Context: an optimization exercise on an open-source flow, tuned for small area, a short achievable clock period and few clock cycles per item. The choices shown serve that exercise and are no tape-out recipe. No functional check of the RTL was part of any run shown here. Power figures rest on the tool's default switching activity, not on a simulated workload.

<file path="flow/design.v">
`timescale 1ns / 1ps
`default_nettype none
package dtdn_pkg;
    function automatic logic [9:0] cum_days_b(input logic [3:0] k);
        cum_days_b = ({10{k == 4'd0}} & 10'd95)
            | ({10{k == 4'd1}} & 10'd95)
            | ({10{k == 4'd2}} & 10'd126)
            | ({10{k == 4'd3}} & 10'd154)
            | ({10{k == 4'd4}} & 10'd185)
            | ({10{k == 4'd5}} & 10'd215)
            | ({10{k == 4'd6}} & 10'd246)
            | ({10{k == 4'd7}} & 10'd276)
            | ({10{k == 4'd8}} & 10'd307)
            | ({10{k == 4'd9}} & 10'd338)
            | ({10{k == 4'd10}} & 10'd368)
            | ({10{k == 4'd11}} & 10'd399)
            | ({10{k == 4'd12}} & 10'd429)
            | ({10{k == 4'd13}} & 10'd95)
            | ({10{k == 4'd14}} & 10'd95)
            | ({10{k == 4'd15}} & 10'd95);
    endfunction
    function automatic logic [11:0] tab_y(input logic [5:0] k);
        tab_y = ({12{k == 6'd1}} & 12'd365)
            | ({12{k == 6'd2}} & 12'd730)
            | ({12{k == 6'd3}} & 12'd1095)
            | ({12{k == 6'd4}} & 12'd1461)
            | ({12{k == 6'd5}} & 12'd1826)
            | ({12{k == 6'd6}} & 12'd2191)
            | ({12{k == 6'd7}} & 12'd2556)
            | ({12{k == 6'd8}} & 12'd2922)
            | ({12{k == 6'd9}} & 12'd3287)
            | ({12{k == 6'd16}} & 12'd2)
            | ({12{k == 6'd17}} & 12'd367)
            | ({12{k == 6'd18}} & 12'd733)
            | ({12{k == 6'd19}} & 12'd1098)
            | ({12{k == 6'd20}} & 12'd1463)
            | ({12{k == 6'd21}} & 12'd1828)
            | ({12{k == 6'd22}} & 12'd2194)
            | ({12{k == 6'd23}} & 12'd2559)
            | ({12{k == 6'd24}} & 12'd2924)
            | ({12{k == 6'd25}} & 12'd3289)
            | ({12{k == 6'd32}} & 12'd5)
            | ({12{k == 6'd33}} & 12'd370)
            | ({12{k == 6'd34}} & 12'd735)
            | ({12{k == 6'd35}} & 12'd1100)
            | ({12{k == 6'd36}} & 12'd1466)
            | ({12{k == 6'd37}} & 12'd1831)
            | ({12{k == 6'd38}} & 12'd2196)
            | ({12{k == 6'd39}} & 12'd2561)
            | ({12{k == 6'd40}} & 12'd2927)
            | ({12{k == 6'd41}} & 12'd3292)
            | ({12{k == 6'd48}} & 12'd7)
            | ({12{k == 6'd49}} & 12'd372)
            | ({12{k == 6'd50}} & 12'd738)
            | ({12{k == 6'd51}} & 12'd1103)
            | ({12{k == 6'd52}} & 12'd1468)
            | ({12{k == 6'd53}} & 12'd1833)
            | ({12{k == 6'd54}} & 12'd2199)
            | ({12{k == 6'd55}} & 12'd2564)
            | ({12{k == 6'd56}} & 12'd2929)
            | ({12{k == 6'd57}} & 12'd3294);
    endfunction
    function automatic logic [9:0] tab_nca(input logic [3:0] k);
        tab_nca = ({10{k == 4'd1}} & 10'd1017)
            | ({10{k == 4'd2}} & 10'd1009)
            | ({10{k == 4'd3}} & 10'd1002)
            | ({10{k == 4'd4}} & 10'd994)
            | ({10{k == 4'd5}} & 10'd987)
            | ({10{k == 4'd6}} & 10'd979)
            | ({10{k == 4'd7}} & 10'd972)
            | ({10{k == 4'd8}} & 10'd964)
            | ({10{k == 4'd9}} & 10'd957);
    endfunction
    function automatic logic [9:0] tab_ncb(input logic [4:0] k);
        tab_ncb = ({10{k == 5'd1}} & 10'd1023)
            | ({10{k == 5'd2}} & 10'd1022)
            | ({10{k == 5'd3}} & 10'd1021)
            | ({10{k == 5'd4}} & 10'd1021)
            | ({10{k == 5'd5}} & 10'd1020)
            | ({10{k == 5'd6}} & 10'd1019)
            | ({10{k == 5'd7}} & 10'd1018)
            | ({10{k == 5'd8}} & 10'd1018)
            | ({10{k == 5'd9}} & 10'd1017)
            | ({10{k == 5'd16}} & 10'd1023)
            | ({10{k == 5'd17}} & 10'd1022)
            | ({10{k == 5'd18}} & 10'd1022)
            | ({10{k == 5'd19}} & 10'd1021)
            | ({10{k == 5'd20}} & 10'd1020)
            | ({10{k == 5'd21}} & 10'd1019)
            | ({10{k == 5'd22}} & 10'd1019)
            | ({10{k == 5'd23}} & 10'd1018)
            | ({10{k == 5'd24}} & 10'd1017)
            | ({10{k == 5'd25}} & 10'd1016);
    endfunction
endpackage
`default_nettype wire
`timescale 1ns / 1ps
`timescale 1ns / 1ps
`timescale 1ns / 1ps
`timescale 1ns / 1ps
`default_nettype none
module date_text_to_day_number (
    input  wire logic   i_clk,
    input  wire logic   i_rst_n,
    input  wire logic          i_char_valid,
    output logic               o_char_ready,
    input  wire logic [7:0]    i_char_code,
    input  wire logic          i_char_last,
    output logic               o_day_valid,
    input  wire logic          i_day_ready,
    output logic [21:0]        o_day_number,
    output logic               o_day_status
);
    localparam logic [3:0] S_M0 = 4'd0, S_M1 = 4'd1, S_M2 = 4'd2,
                           S_D0 = 4'd4, S_D1 = 4'd5, S_D2 = 4'd6,
                           S_Y0 = 4'd8, S_Y1 = 4'd9, S_Y2 = 4'd10, S_Y3 = 4'd11,
                           S_OK = 4'd12, S_BAD = 4'd13;
    logic       r_rdy;
    logic       e_v, e_dig, e_sl, e_last;
    logic [3:0] e_d;
    logic [3:0]  r_st;
    logic [3:0]  r_mon;
    logic        r_mbad;
    logic [6:0]  r_day;
    logic [9:0]  r_b;        
    logic [1:0]  r_r;        
    logic        r_h0;       
    logic        r_cz;       
    logic        r_gt, r_eq;  
    logic [21:0] r_acc;
    logic        r_status;
    logic        r_ov;
    logic        yd;         
    logic [1:0]  pos;        
    logic        acc_evt, consume, fin;
    logic [3:0]  n_st;
    logic [3:0]  n_mon;
    logic        n_mbad;
    logic [6:0]  n_day;
    logic [21:0] op1, sum;
    logic [11:0] op2;
    logic [9:0]  op3;
    logic [1:0]  r_in;
    logic        leap_y, cin, b_free;
    logic [9:0]  n_b, b_x, b_y;
    logic        ok;
    logic        n_gt, n_eq;
    logic [3:0]  ref_d;
    logic        ov_next;
    logic        ev_next_v, ev_next_dig, ev_next_last, first_next;
    logic        in_dig, in_sl;
    always_comb begin
        yd  = e_dig && ((r_st[3:2] == 2'b10) || (r_st == S_D2));
        pos = (r_st == S_D2) ? 2'd0 : r_st[1:0];
        acc_evt = e_last || yd;
        consume = e_v && !(acc_evt && r_ov);
        fin     = consume && e_last;
        n_st   = r_st;
        n_mon  = r_mon;
        n_mbad = r_mbad;
        n_day  = r_day;
        case (r_st)
            S_M0: begin
                if (e_dig)     begin n_st = S_M1; n_mon = e_d; end
                else if (e_sl) n_st = S_D0;
                else           n_st = S_BAD;
            end
            S_M1: begin
                if (e_dig) begin
                    n_st = S_M2;
                    if (r_mon == 4'd0)                        n_mon = e_d;
                    else if (r_mon == 4'd1 && e_d <= 4'd2)     n_mon = 4'd10 + e_d;
                    else                                       n_mbad = 1'b1;
                end
                else if (e_sl) n_st = S_D0;
                else           n_st = S_BAD;
            end
            S_M2: begin
                if (e_dig)     begin n_st = S_D1; n_day = {3'd0, e_d}; end
                else if (e_sl) n_st = S_D0;
                else           n_st = S_BAD;
            end
            S_D0: begin
                if (e_dig)     begin n_st = S_D1; n_day = {3'd0, e_d}; end
                else if (e_sl) n_st = S_Y0;
                else           n_st = S_BAD;
            end
            S_D1: begin
                if (e_dig)     begin n_st = S_D2; n_day = 7'(r_day * 7'd10 + {3'd0, e_d}); end
                else if (e_sl) n_st = S_Y0;
                else           n_st = S_BAD;
            end
            S_D2: begin
                if (e_dig)     n_st = S_Y1;
                else if (e_sl) n_st = S_Y0;
                else           n_st = S_BAD;
            end
            S_Y0, S_Y1, S_Y2: begin
                if (e_dig)     n_st = r_st + 4'd1;
                else           n_st = S_BAD;
            end
            S_Y3: begin
                if (e_dig)     n_st = S_OK;
                else           n_st = S_BAD;
            end
            S_OK:    ;
            default: n_st = S_BAD;
        endcase
        case (pos)
            2'd0:    ref_d = 4'd1;
            2'd1:    ref_d = 4'd7;
            2'd2:    ref_d = 4'd5;
            default: ref_d = 4'd2;
        endcase
        n_gt = r_gt;
        n_eq = r_eq;
        if (yd) begin
            if (pos == 2'd0 || r_eq) begin
                n_gt = (e_d > ref_d);
                n_eq = (e_d == ref_d);
            end
        end
        r_in   = (pos == 2'd0) ? 2'd0 : r_r;
        op1    = (pos == 2'd0) ? -22'd64 : r_acc;
        leap_y = ({r_r[0], 1'b0} + e_d[1:0] == 2'd0) && (!(r_cz && e_d == 4'd0) || r_h0);
        op2    = dtdn_pkg::tab_y({r_in, e_d});
        op3    = (pos == 2'd3) ? r_b : 10'd0;
        cin    = (pos == 2'd3) && !(leap_y && !(r_mon > 4'd2));
        sum    = yd ? 22'({op1[18:0], 3'd0} + {op1[20:0], 1'd0} + {10'd0, op2} + {12'd0, op3} + {21'd0, cin})
                    : r_acc;
        b_free = !(consume && yd && pos[1] == 1'b0) && (r_st[3:2] != 2'b10);
        if (b_free) begin
            b_x = dtdn_pkg::cum_days_b(r_mon);
            b_y = {3'd0, (consume ? n_day : r_day)};
        end else begin
            b_x = r_b;
            b_y = 10'd0;
            if (consume && yd && pos == 2'd0)      b_y = dtdn_pkg::tab_nca(e_d);
            else if (consume && yd && pos == 2'd1) b_y = dtdn_pkg::tab_ncb({r_r[0], e_d});
        end
        n_b = b_x + b_y;
        ok  = (n_st == S_OK) && (n_gt || n_eq) && !r_mbad;
    end
    assign in_dig = (i_char_code[7:4] == 4'h3) && (i_char_code[3:0] <= 4'd9);
    assign in_sl  = (i_char_code == 8'h2F);
    always_comb begin
        ov_next = (r_ov && !i_day_ready) || fin;
        if (r_rdy) begin
            ev_next_v    = i_char_valid;
            ev_next_dig  = in_dig;
            ev_next_last = i_char_last;
        end else begin
            ev_next_v    = e_v && !consume;
            ev_next_dig  = e_dig;
            ev_next_last = e_last;
        end
        first_next = consume ? e_last : (r_st == S_M0);
    end
    always_ff @(posedge i_clk) begin
        if (!i_rst_n) begin
            e_v   <= 1'b0;
            r_rdy <= 1'b1;
        end else begin
            e_v   <= ev_next_v;
            r_rdy <= !(ov_next && ev_next_v &&
                       (ev_next_last || (ev_next_dig && !first_next)));
        end
    end
    always_ff @(posedge i_clk) begin
        if (r_rdy) begin
            e_dig  <= in_dig;
            e_sl   <= in_sl;
            e_last <= i_char_last;
            e_d    <= i_char_code[3:0];
        end
    end
    always_ff @(posedge i_clk) begin
        if (!i_rst_n) begin
            r_st   <= S_M0;
            r_mon  <= 4'd0;
            r_mbad <= 1'b0;
            r_day  <= 7'd0;
            r_ov   <= 1'b0;
        end else begin
            r_ov <= ov_next;
            if (consume) begin
                if (e_last) begin
                    r_st   <= S_M0;
                    r_mon  <= 4'd0;
                    r_mbad <= 1'b0;
                    r_day  <= 7'd0;
                end else begin
                    r_st   <= n_st;
                    r_mon  <= n_mon;
                    r_mbad <= n_mbad;
                    r_day  <= n_day;
                end
            end
        end
    end
    always_ff @(posedge i_clk) begin
        r_b <= n_b;
        if (consume && yd) begin
            r_gt <= n_gt;
            r_eq <= n_eq;
            r_r  <= {r_in[0], 1'b0} + e_d[1:0];
            if (pos == 2'd2) begin
                r_h0 <= (r_r == 2'd0);
                r_cz <= (e_d == 4'd0);
            end
        end
        if (consume && (yd || e_last)) begin
            r_acc <= (e_last && !ok) ? 22'd0 : sum;
        end
        if (fin) begin
            r_status <= !ok;
        end
    end
    assign o_char_ready = r_rdy;
    assign o_day_valid  = r_ov;
    assign o_day_number = r_acc;
    assign o_day_status = r_status;
endmodule
`default_nettype wire
</file>
<file path="flow/run.sh">
#!/bin/bash
# synth_recipe.tcl (not shown) runs the flow's synth.tcl, then flattens the netlist and writes it again
# the make line also repeats each setting of config.mk as NAME=value (left out here)
make -C /OpenROAD-flow-scripts/flow DESIGN_CONFIG=/design/flow/config.mk WORK_HOME=/design/flow/orfs CLKGATE_MAP_FILE= SYNTH_SCRIPT=/design/flow/synth_recipe.tcl finish
</file>
<file path="flow/config.mk">
export PLATFORM = sky130hd
export DESIGN_NAME = date_text_to_day_number
export DESIGN_NICKNAME = date_text_to_day_number
export VERILOG_FILES = /design/flow/design.v
export SDC_FILE = /design/flow/constraint.sdc
export NUM_CORES = 4
export LEC_CHECK = 0
export CAP_MARGIN = 20
export CORE_MARGIN = 2
export CORE_UTILIZATION = 40
export SLEW_MARGIN = 20
</file>
<file path="flow/constraint.sdc">
create_clock -name core_clock -period 7.5 [get_ports {i_clk}]
set_input_delay 1.5000 -clock core_clock [delete_from_list [all_inputs] [get_ports {i_clk}]]
set_output_delay 1.5000 -clock core_clock [all_outputs]
set_load 0.01 [all_outputs]
</file>
==> results of run 1 <==
## tightest hold or removal path, cell delays in order, from the launching register on
cell,delay [ns]
dfxtp_1,0.31
o211ai_1,0.07
nand2_1,0.05
## metal layers
layer | up-vias | track usage, %
met5 | - | 0
met4 | 0 | 5.96
met3 | 15 | 3.19
met2 | 204 | 29.9
met1 | 2951 | 31.3
li1 | 3076 | -
## state kept, by name (all words and copies together) (netlist names), 2 cells and up
register and flops:
e_d 4, r_acc 22, r_b 10, r_day 7, r_mon 4, r_r 2
r_st 4
## synth_stat cells (19+ instances only)
cell type  instances  area share, %
nor2_1            73            4.0
nand2_1           71            3.9
a21oi_1           69            5.0
ha_1              68             12
o21ai_0           52            3.8
inv_1             47            2.6
clkbuf_1          39            2.1
edfxtp_1          34             15
dfxtp_1           31            9.0
fa_1              23            6.7
nor2b_1           23            2.1
xnor2_1           22            2.8
o22ai_1           19            1.7
## cell type report
type,instances,area [µm²]
fillers,1682,8980
well taps,220,275
repair buffers,48,453
clock buffers,9,225
clock inverters,7,93.8
multi-input cells,678,4850
flip-flops and latches,65,1640
inverters,50,188
## metrics by stage
step | instance area, µm² | instances | setup WS [ns]
CTS | 7720 | 1077 | 1.06
finish | 7720 | 1077 | 1.05
floorplan | 6880 | 844 | 1.89
global placement | 7400 | 1061 | 1.28
global route | 7720 | 1077 | 0.522
detailed placement | 7400 | 1061 | 1.10
## power by group through the flow
stage | combinational (mW) | sequential [mW] | clock, mW
after detailed placement | 0.380 | 0.421 | 0
after global placement | 0.384 | 0.421 | 0
after floorplan | 0.291 | 0.417 | 0
final | 0.385 | 0.414 | 0.465
after global routing | 0.436 | 0.416 | 0.485
after CTS | 0.384 | 0.414 | 0.474
## kinds of logic after synthesis
family / count (synthesis) / synth area share [%]
compound gates: 253 / 24.3
buf+inv: 101 / 5.75
flops: 65 / 23.9
xor+xnor: 35 / 4.46
fa+ha+maj: 92 / 19.2
simple gates: 292 / 21.5
mux: 6 / 0.928
## final timing paths
path / start / cells past startpoint / end / slack [ns]
setup / recovery: r_st[0] / 23 / r_acc[15] / 1.05
hold / removal: r_day[6] / 2 / r_day[6] / 0.48
hold reg to reg: r_day[6] / 2 / r_day[6] / 0.48
setup reg to reg: r_st[0] / 23 / r_acc[15] / 1.05
==> results.py, run 1 <==
metrics = {
    "die": {
        "die_w_um": 135,
        "design.core.area_mm2": 0.0167,
        "initial_core_util_pct": 41.2,
        "io-pin-count": 38,
        "die_area_mm2": 0.0183,
        "die_y_um": 135,
        "rows": 47,
    },
    "logic_synthesis": {
        "synth_cells": 844,
        "postSynthAreaPerCell_um2": 8.15,
        "netlist_area_mm2": 0.00688,
        "seq_area_frac_synth_pct": 23.9,
        "synthArstFlopShare_pct": 0,
        "ys_ff_latch": 65,
        "yosysUniqueCellTypes": 78,
        "syn_nets": 948,
        "synth_warnings": 1,
        "synth_enable_flop_cells": 34,
        "ys.flop_type": "edfxtp_1",
    },
    "critical_path": {
        "cp_data_required_time_ns": 7.59,
        "worstSetupStartpointType": "register",
        "slowest_stage": "a2111oi_0",
        "worstPathMaxFanout": 15,
        "end_kind": "register",
        "worstPathArrival_ns": 6.54,
        "path_cells": "inv_1 -> ha_1 -> nand3b_1 -> nand2_1 -> ha_1 -> buf_4 -> or2_2 -> nand2_1 -> o21ai_0 -> a22oi_1 -> o22a_1 -> nand2_1 -> fa_1 -> inv_1 -> fa_1 -> inv_1 -> ha_1 -> a211oi_1 -> o211ai_1 -> a31oi_1 -> o21ai_0 -> a2111oi_0 -> nor4_2",
        "critPathKind": "reg2reg",
        "critPathTopFamily": "compound AO/OA/AOI/OAI gates",
        "critPathBufInv": 4,
        "cpPeakStageDelay_ns": 0.56,
    },
    "timing": {
        "min_period_over_period_pct": 85.9,
        "hold_viol": 0,
        "clock-skew-final_ns": 0.00649,
        "fmax_mhz": 155,
        "finalSetupTns_ns": 0,
        "drv_slew": 0,
        "finalSetupViolations": 0,
        "whs_ns": 0.477,
        "worst_pin_slew_ns": 1.11,
        "relSlewSlack_pct": 26.0,
        "grt_setup_unrepaired": "false",
        "final.min_clock_period_ns": 6.45,
    },
    "clocking": {
        "path_clk_slew_ns": 0.06,
        "ctsHoldBuffers": 0,
        "postCtsSetupBuffers": 0,
        "cts_buffers": 9,
        "clk_latency_ns": 0.35,
        "cts_max_level": 3,
        "cts_resized": 0,
        "cts_tree": "yes",
        "cts_max_path_buffers": 2,
        "cts_root_buf": "clkbuf_16",
        "cts_sinks": 65,
    },
    "drt": {
        "wl_met2_um": 7920,
        "wl_met3_um": 1020,
        "wl_met1_um": 9020,
        "post-route-drc-count": 0,
        "vias": 6246,
        "drt_iter0_drc": 469,
        "dr.max_layer_used": "met4",
        "wirelength_um": 18200,
        "wl_per_cell_um": 16.9,
        "postRouteAntennaNets": 0,
        "via_per_inst": 5.80,
        "dr.pass1.iters": 5,
    },
    "power": {
        "p_per_area_mw_per_mm2": 164,
        "power.internal_mw": 0.852,
        "swShare_pct": 32.5,
        "pwr-share-comb_pct": 30.4,
        "max-vdd-ir-drop_uv": 107,
        "p_switching_mw": 0.411,
        "p_leak_nw": 3.14,
        "power_frac_seq_pct": 32.7,
        "finalPower_mw": 1.26,
        "power_frac_clock_pct": 36.8,
    },
    "worst_hold_path": {
        "hold_class": "reg2reg",
    },
    "grt": {
        "grt_start_max_net_pins": 32,
        "antenna_found_initial": 0,
        "grt_first_pass_wirelength_um": 30100,
        "track_usage_pct": 20.6,
        "grt_pass1_vias": 5755,
        "grt-ovfl-total": 0,
    },
    "cells_and_area": {
        "layout_commonest_cell": "nor2_1",
        "syn2layout_area_growth_pct": 12.3,
        "fin_nets": 956,
        "utilization_pct": 46.2,
        "drive_gt1_share_pct": 7.23,
        "antenna_cells": 0,
        "layout_common_cells": "73 x nor2_1, 71 x nand2_1, 69 x a21oi_1, 68 x ha_1, 52 x o21ai_0",
    },
    "placement": {
        "dp_hpwl_um": 13600,
        "routabilityCongestion": 0.948,
        "port_buffers": 37,
    },
    "job": {
        "maxCapViolCount": 0,
    },
    "run_status": {
        "outcome": "finished clean",
    },
}
==> inputs of run 2 (changes only) <==
--- a/flow/config.mk
+++ b/flow/config.mk
@@ -7,2 +7,3 @@
 export LEC_CHECK = 0
+export ABC_CLOCK_PERIOD_IN_PS = 4000
 export CAP_MARGIN = 20
@@ -10,2 +11,3 @@
 export CORE_UTILIZATION = 40
+export SETUP_SLACK_MARGIN = 3.0
 export SLEW_MARGIN = 20
==> results.py, run 2 <==
metrics = {
    "run_status": {
        "outcome": "finished clean",
    },
    "logic_synthesis": {
        "syn_nets": 948,
        "synthXorXnorAreaFrac_pct": 4.46,
        "synth-compound-area-share_pct": 24.3,
        "synthArstFlopShare_pct": 0,
        "synthSimpleGateAreaFrac_pct": 21.5,
        "synth_common_cells": "73 x nor2_1, 71 x nand2_1, 69 x a21oi_1, 68 x ha_1, 52 x o21ai_0",
        "synthAdderAreaFrac_pct": 19.2,
        "synth_enable_flop_cells": 34,
        "ys.flop_type": "edfxtp_1",
        "netlist_area_mm2": 0.00688,
        "yosysTopAreaCell": "edfxtp_1",
        "postSynthAreaPerCell_um2": 8.15,
        "synth_top_area_share_pct": 14.8,
        "synth_warnings": 1,
        "ys_ff_latch": 65,
        "muxShareOfSynthArea_pct": 0.928,
        "yosysUniqueCellTypes": 78,
        "synth_area_leaders": "edfxtp_1 15%, ha_1 12%, dfxtp_1 9.0%, fa_1 6.7%, a21oi_1 5.0%",
        "yosysMostFrequentCell": "nor2_1",
        "seq_area_frac_synth_pct": 23.9,
        "synth_top_family_by_area": "compound AO/OA/AOI/OAI gates",
        "synth_cells": 844,
    },
    "critical_path": {
        "slowest_stage": "fa_1",
        "crit_start": "r_st[0]",
        "regToRegSetupSlack_ns": 2.67,
        "end_kind": "register",
        "cp_data_required_time_ns": 7.58,
        "r2r_cells": 22,
        "cpPeakStageDelay_ns": 0.50,
        "crit_end": "r_acc[20]",
        "reg2reg_from": "r_st[0]",
        "worstSetupStartpointType": "register",
        "worstPathMaxFanout": 8,
        "critPathKind": "reg2reg",
        "worstPathArrival_ns": 4.91,
        "path_cells": "inv_4 -> ha_4 -> nand3b_1 -> nand2_2 -> ha_4 -> nand2b_2 -> o32a_1 -> nor2_1 -> a31oi_1 -> nand2_2 -> fa_1 -> inv_1 -> fa_1 -> inv_2 -> fa_2 -> a211oi_2 -> o21ai_2 -> a21oi_2 -> o211ai_1 -> or2_4 -> a21oi_4 -> nor4_2",
        "reg2reg_to": "r_acc[20]",
    },
    "placement": {
        "dpl_cell_area_mm2": 0.00747,
        "dp.cells": 1059,
        "routabilityCongestion": 0.893,
        "port_buffers": 37,
        "dp_hpwl_um": 13300,
        "place_ws_ns": 1.63,
    },
    "job": {
        "maxCapViolCount": 0,
    },
    "clocking": {
        "cts_tree": "yes",
        "clk_latency_ns": 0.35,
        "cts_buffers": 9,
        "cts_max_level": 3,
        "ctsHoldBuffers": 0,
        "path_clk_slew_ns": 0.06,
        "cts_root_buf": "clkbuf_16",
        "cts_max_path_buffers": 2,
        "cts_sinks": 65,
    },
    "cells_and_area": {
        "nFillCells": 1619,
        "fin_nets": 988,
        "layout_common_cells": "70 x nor2_1, 67 x nand2_1, 62 x a21oi_1, 59 x ha_1, 46 x o21ai_0",
        "stdcell_count": 1109,
        "utilization_pct": 49.9,
        "layout_commonest_cell": "nor2_1",
        "antenna_cells": 0,
        "regMostFlops": "r_acc",
        "finalInstanceArea_mm2": 0.00834,
        "largestRegisters": "r_acc (22), r_b (10), r_day (7)",
        "drive_gt1_share_pct": 16.6,
        "syn2layout_area_growth_pct": 21.3,
        "largest_reg_flops": 22,
    },
    "die": {
        "die_area_mm2": 0.0183,
        "io-pin-count": 38,
        "rows": 47,
        "design.core.area_mm2": 0.0167,
        "die_y_um": 135,
        "die_w_um": 135,
        "initial_core_util_pct": 41.2,
    },
    "timing": {
        "hold_viol": 0,
        "grt_setup_unrepaired": "true",
        "final.min_clock_period_ns": 4.83,
        "relSlewSlack_pct": 43.7,
        "min_period_over_period_pct": 64.4,
        "fmax_mhz": 207,
        "clock-skew-final_ns": 0.00799,
        "worst_pin_slew_ns": 0.842,
        "finalSetupViolations": 0,
        "finalSetupTns_ns": 0,
        "worst_slack_ns": 2.67,
        "drv_slew": 0,
    },
    "grt": {
        "grt_first_pass_wirelength_um": 31100,
        "grt_pass1_vias": 5886,
        "grt_start_max_net_pins": 33,
        "antenna_found_initial": 0,
        "track_usage_pct": 21.3,
        "grt-ovfl-total": 0,
    },
    "power": {
        "p_switching_mw": 0.445,
        "pwr-share-comb_pct": 33.8,
        "power_frac_seq_pct": 30.6,
        "max-vdd-ir-drop_uv": 107,
        "p_per_area_mw_per_mm2": 161,
        "p_leak_nw": 3.35,
        "power.internal_mw": 0.900,
        "power_frac_clock_pct": 35.6,
        "swShare_pct": 33.1,
    },
    "drt": {
        "via_per_inst": 5.80,
        "wirelength_um": 19300,
        "dr.pass1.iters": 5,
        "postRouteAntennaNets": 0,
        "drt_iter0_drc": 514,
        "post-route-drc-count": 0,
        "vias": 6430,
        "wl_per_cell_um": 17.4,
    },
    "worst_hold_path": {
        "hold_class": "reg2reg",
        "hold_depth": 2,
        "hp-start": "r_mbad",
    },
}
==> run 2: cell count changes in the layout (fill, tap and decap cells not counted), sizes merged <==
cell | before | now
clkinv | 7 | 5
inv | 48 | 47
bufinv | 2 | 1
clkinvlp | 0 | 1
clkbuf | 9 | 12
buf | 11 | 43
==> run 2: metrics by stage <==
step	power, mW	hold WS (ns)
floorplan	0.722	0.440
finish	1.35	0.471
CTS	1.33	0.472
global placement	0.816	0.457
global route	1.42	0.503
detailed placement	0.815	0.459
==> run 2: power groups by stage <==
stage          Sequential (mW)  Clock, mW  Combinational [mW]
2_1_floorplan            0.417          0               0.305
3_3_place_gp             0.423          0               0.394
3_5_place_dp             0.423          0               0.393
4_1_cts                  0.411      0.489               0.432
5_1_grt                  0.414      0.502               0.505
6_report                 0.412      0.479               0.455
==> run 2: cell type report <==
class	count	area [µm²]	area share, %
clock inverter	4	53.8	0.645
multi-input combinational	678	5150	61.8
sequential	65	1660	19.9
inverter	50	195	2.34
tap	220	275	3.30
clock buffer	12	289	3.47
timing repair buffer	80	716	8.58
==> run 2: metal layers <==
layer	track usage, %	part of all wire (%)	vias up
met5	0	0	-
met4	5.90	1.7	0
met3	3.27	5.9	31
met2	32.1	45	223
met1	31.5	48	3036
li1	-	-	3140
==> run 2: timing repair <==
item                                    4_1_cts  5_1_grt
buffers inserted                             24       10
endpoints found under the setup margin       20       17
pin swaps                                    23       20
gates resized for setup                      36       19
==> run 2: kinds of logic (layout without fill, tap and decap cells) <==
group / Yosys count / count (layout)
buf+inv: 101 / 146
fa+ha+maj: 92 / 92
flops: 65 / 65
mux: 6 / 6
compound gates: 253 / 253
simple gates: 292 / 292
xor+xnor: 35 / 35
==> run 2: critical path: cells and delay by family, from the launching register on <==
family                   cells  cell delay, ns
flip-flops                   1            0.36
AO/OA/AOI/OAI                7            1.33
AND/OR/NAND/NOR              7            0.99
adder cells (fa/ha/maj)      5            1.70
buffers and inverters        3            0.16
==> run 2: how the worst min path moves through the flow <==
| stage | to | slack (ns) |
|---|---|---|
| 5_1_grt | r_day[6] | 0.50 |
| 3_3_place_gp | r_mbad | 0.46 |
| 2_1_floorplan | r_mbad | 0.44 |
| 3_5_place_dp | r_mbad | 0.46 |
| 4_1_cts | r_mbad | 0.47 |
| 6_report | r_mbad | 0.47 |

[separate check: timing with driven ports]
The results above use ideal ports. As a check the final layouts listed here were re-extracted and re-timed, cells and wires unchanged.
Step 1 assumes that a clkbuf_16 drives the clock port and a buf_2 every other input.
Step 2 also shifts input and output timing later by t, the mid clock arrival at the registers, as if the neighbouring blocks saw the same clock.
a / b / c = no drivers / after step 1 / after step 2; a / b = the first two.
| run | t (ns) | slack for setup (ns) | latest minus earliest clock arrival (ns) | worst register clock-pin slew, ns |
|---|---|---|---|---|
| run 1 | 0.388 | 1.054 / 1.054 / 1.054 | 0.006 / 0.006 | 0.06 / 0.06 |
| run 2 | 0.387 | 2.670 / 2.670 / 2.670 | 0.008 / 0.008 | 0.06 / 0.06 |
After both steps every run listed still meets setup and hold.
